Source: an optimization exercise on an open RTL-to-GDS flow (aim: small area, a short achievable clock period and few clock cycles). Production flows keep margins and buffers that such runs may drop. Function was checked by simulation only, so behaviour that the tests miss may differ from the original. No activity file was given, so power comes from the tool's default toggle rates.

## matmul_top
module matmul_top #(
  parameter int ADDR_W = 16
) (
  input  logic                          clk,
  input  logic                          reset_n,
  input  logic                          dut_valid,
  output logic                          dut_ready,
  output logic [ADDR_W-1:0]             input_read_address,
  input  matmul_pkg::sram_word_u        input_read_data,
  output logic [ADDR_W-1:0]             weight_read_address,
  input  matmul_pkg::sram_word_u        weight_read_data,
  output logic                          result_write_enable,
  output logic [ADDR_W-1:0]             result_write_address,
  output logic [matmul_pkg::DATA_W-1:0] result_write_data
);
Size: about 25,000 um^2 of cells after synthesis.
Settings: LEC_CHECK=0, CAP_MARGIN=20, CORE_MARGIN=2, CORE_UTILIZATION=40, CTS_CLUSTER_DIAMETER=120, CTS_CLUSTER_SIZE=26, SLEW_MARGIN=20, SYNTH_HIERARCHICAL=1; clock period 11.0 ns.
standard.sh (not shown) runs the stock make flow with config.mk's settings and CLKGATE_MAP_FILE= SYNTH_SCRIPT=/design/flow/synth_recipe.tcl, a recipe that flattens the netlist after the stock synthesis.
==> flow/flow/run.sh <==
#!/bin/bash
# Standard ORFS layout at the design's clock and constraints, with faster
# port buffers and timing repair aimed below the clock period.
set -euo pipefail
bash standard.sh \
  "BUFFER_PORTS_ARGS=-buffer_cell sky130_fd_sc_hd__buf_2" \
  SETUP_SLACK_MARGIN=7.65 \
  TNS_END_PERCENT=100 \
  finish > standard_flow.log 2>&1
Testbench counts at the start, summed over its fixed seeds: cycles 33,512.
Change:
--- a/flow/flow/run.sh
+++ b/flow/flow/run.sh
@@ -5,5 +5,5 @@
 bash standard.sh \
   "BUFFER_PORTS_ARGS=-buffer_cell sky130_fd_sc_hd__buf_2" \
-  SETUP_SLACK_MARGIN=7.65 \
+  SETUP_SLACK_MARGIN=7.72 \
   TNS_END_PERCENT=100 \
   finish > standard_flow.log 2>&1
CTS_CLUSTER_SIZE = 22   (was 26)
The new run completed without violations.
Die area does not change.
Total power went up slightly.
Register-to-register slack is better by 0.02 ns.
Critical path depth does not change.
Combinational power stays flat.
Cell area goes up by a few percent.
Clock skew grows by 0.017 ns.

---

matmul_top again, from the RTL that the note above started with.
Design matmul_top, start of the top module:
module matmul_top #(
  parameter int ADDR_W = 16
) (
  input  logic                          clk,
  input  logic                          reset_n,
  input  logic                          dut_valid,
  output logic                          dut_ready,
  output logic [ADDR_W-1:0]             input_read_address,
  input  matmul_pkg::sram_word_u        input_read_data,
  output logic [ADDR_W-1:0]             weight_read_address,
  input  matmul_pkg::sram_word_u        weight_read_data,
  output logic                          result_write_enable,
  output logic [ADDR_W-1:0]             result_write_address,
  output logic [matmul_pkg::DATA_W-1:0] result_write_data
);
  logic [15:0]       k_dim, n_dim;
  logic              k_one, n_one, m_one;
  logic              hdr_k_le2, hdr_n_one, hdr_m_one;
  logic              st_hdr, st_spec, st_run;
  logic              issue_final, write_final;
  logic              first_m2, last_wr, final_wr;
  matmul_ctrl u_ctrl (
    .clk           (clk),
    .reset_n       (reset_n),
    .dut_valid     (dut_valid),
    .input_header  (input_read_data),
    .weight_header (weight_read_data),
    .issue_final   (issue_final),
    .write_final   (write_final),
    .dut_ready     (dut_ready),
    .st_hdr        (st_hdr),
    .st_spec       (st_spec),
    .st_run        (st_run),
    .k_dim         (k_dim),
    .n_dim         (n_dim),
    .k_one         (k_one),
    .n_one         (n_one),
    .m_one         (m_one),
    .hdr_k_le2     (hdr_k_le2),
    .hdr_n_one     (hdr_n_one),
    .hdr_m_one     (hdr_m_one)
  );
  operand_addr_gen #(
    .ADDR_W (ADDR_W)
  ) u_addr_gen (
    .clk                 (clk),
    .reset_n             (reset_n),
    .dut_valid           (dut_valid),
    .st_idle             (dut_ready),
    .st_hdr              (st_hdr),
    .st_spec             (st_spec),
    .st_run              (st_run),
  ...
==> flow/config.mk <==
export PLATFORM = sky130hd
export DESIGN_NAME = matmul_top
export DESIGN_NICKNAME = matmul_top
export VERILOG_FILES = /design/flow/design.v
export SDC_FILE = /design/flow/constraint.sdc
export NUM_CORES = 4
export LEC_CHECK = 0
export CAP_MARGIN = 20
export CORE_MARGIN = 2
export CORE_UTILIZATION = 40
export CTS_CLUSTER_DIAMETER = 120
export CTS_CLUSTER_SIZE = 22
export SLEW_MARGIN = 20
export SYNTH_HIERARCHICAL = 1
==> flow/constraint.sdc <==
create_clock -name core_clock -period 11.0 [get_ports {clk}]
set_input_delay 2.2000 -clock core_clock [delete_from_list [all_inputs] [get_ports {clk}]]
set_output_delay 2.2000 -clock core_clock [all_outputs]
set_load 0.01 [all_outputs]
==> flow/flow/run.sh <==
#!/bin/bash
# Standard ORFS layout at the design's clock and constraints, with faster
# port buffers and timing repair aimed below the clock period.
set -euo pipefail
bash standard.sh \
  "BUFFER_PORTS_ARGS=-buffer_cell sky130_fd_sc_hd__buf_2" \
  SETUP_SLACK_MARGIN=7.65 \
  TNS_END_PERCENT=60 \
  finish > standard_flow.log 2>&1
The baseline produced a clean layout.
Testbench counts at the start, summed over its fixed seeds: cycles 33,512.
Then changed:
--- a/flow/flow/run.sh
+++ b/flow/flow/run.sh
@@ -7,3 +7,3 @@
   SETUP_SLACK_MARGIN=7.65 \
-  TNS_END_PERCENT=60 \
+  TNS_END_PERCENT=100 \
   finish > standard_flow.log 2>&1
Outcome: Worst setup slack improved by 0.026 ns; clock skew came out higher by 0.0035 ns; design area came out higher by 0.38%; power hardly moves; clock-buffer cell count came out higher by 2.
Then changed:
--- a/flow/flow/run.sh
+++ b/flow/flow/run.sh
@@ -7,3 +7,3 @@
   SETUP_SLACK_MARGIN=7.65 \
-  TNS_END_PERCENT=100 \
+  TNS_END_PERCENT=30 \
   finish > standard_flow.log 2>&1
- worst setup slack is worse by 0.068 ns
- total power shrinks by about 0.36%
- area after synthesis does not change
- via count grows by 0.84%
Then changed:
--- a/flow/flow/run.sh
+++ b/flow/flow/run.sh
@@ -6,4 +6,4 @@
   "BUFFER_PORTS_ARGS=-buffer_cell sky130_fd_sc_hd__buf_2" \
-  SETUP_SLACK_MARGIN=7.65 \
-  TNS_END_PERCENT=30 \
+  SETUP_SLACK_MARGIN=7.6 \
+  TNS_END_PERCENT=100 \
   finish > standard_flow.log 2>&1
Outcome: Total power climbs slightly; global-route usage stays flat; cell count hardly moves; register-to-register slack got worse by 0.04 ns; core utilization barely changes.

-- separate check: timing with driven ports --
How much do the figures lean on ideal ports? The routed layouts below were timed once more, with nothing changed but the port constraints. Step 1 sets driving cells, clkbuf_16 on the clock port and buf_2 on the other inputs (assumed; they add their load-dependent delay and slew). Step 2 times the ports against the registers' clock, not the clock port: input delays grow and output delays shrink by t, the midpoint of the rising clock arrivals with the driver on. a / b / c = no drivers / after step 1 / after step 2; a / b = the first two.
| run | t, ns | slack for setup (ns) | hold WS [ns] | worst slew at a driven data input, ns | cell pins on the clock port's net |
|---|---|---|---|---|---|
| the first run of note 1 | 0.609 | 7.682 / 7.623 / 7.241 | 0.335 / 0.335 / 0.335 | 0.08 | 1 |
| the second run of note 1 | 0.623 | 7.737 / 7.676 / 7.270 | 0.330 / 0.330 / 0.330 | 0.09 | 1 |
| the first run of note 2 | 0.614 | 7.662 / 7.603 / 7.231 | 0.334 / 0.334 / 0.334 | 0.09 | 1 |
| the second run of note 2 | 0.617 | 7.687 / 7.629 / 7.243 | 0.335 / 0.335 / 0.335 | 0.08 | 1 |
| the third run of note 2 | 0.613 | 7.619 / 7.560 / 7.145 | 0.334 / 0.334 / 0.334 | 0.08 | 1 |
| the fourth run of note 2 | 0.624 | 7.646 / 7.583 / 7.268 | 0.338 / 0.338 / 0.338 | 0.09 | 1 |
After both steps setup and hold are still met in every run listed. The setup slack of the third run of note 2, which loses most, moves by -0.059 ns with the drivers and by -0.474 ns with both steps.
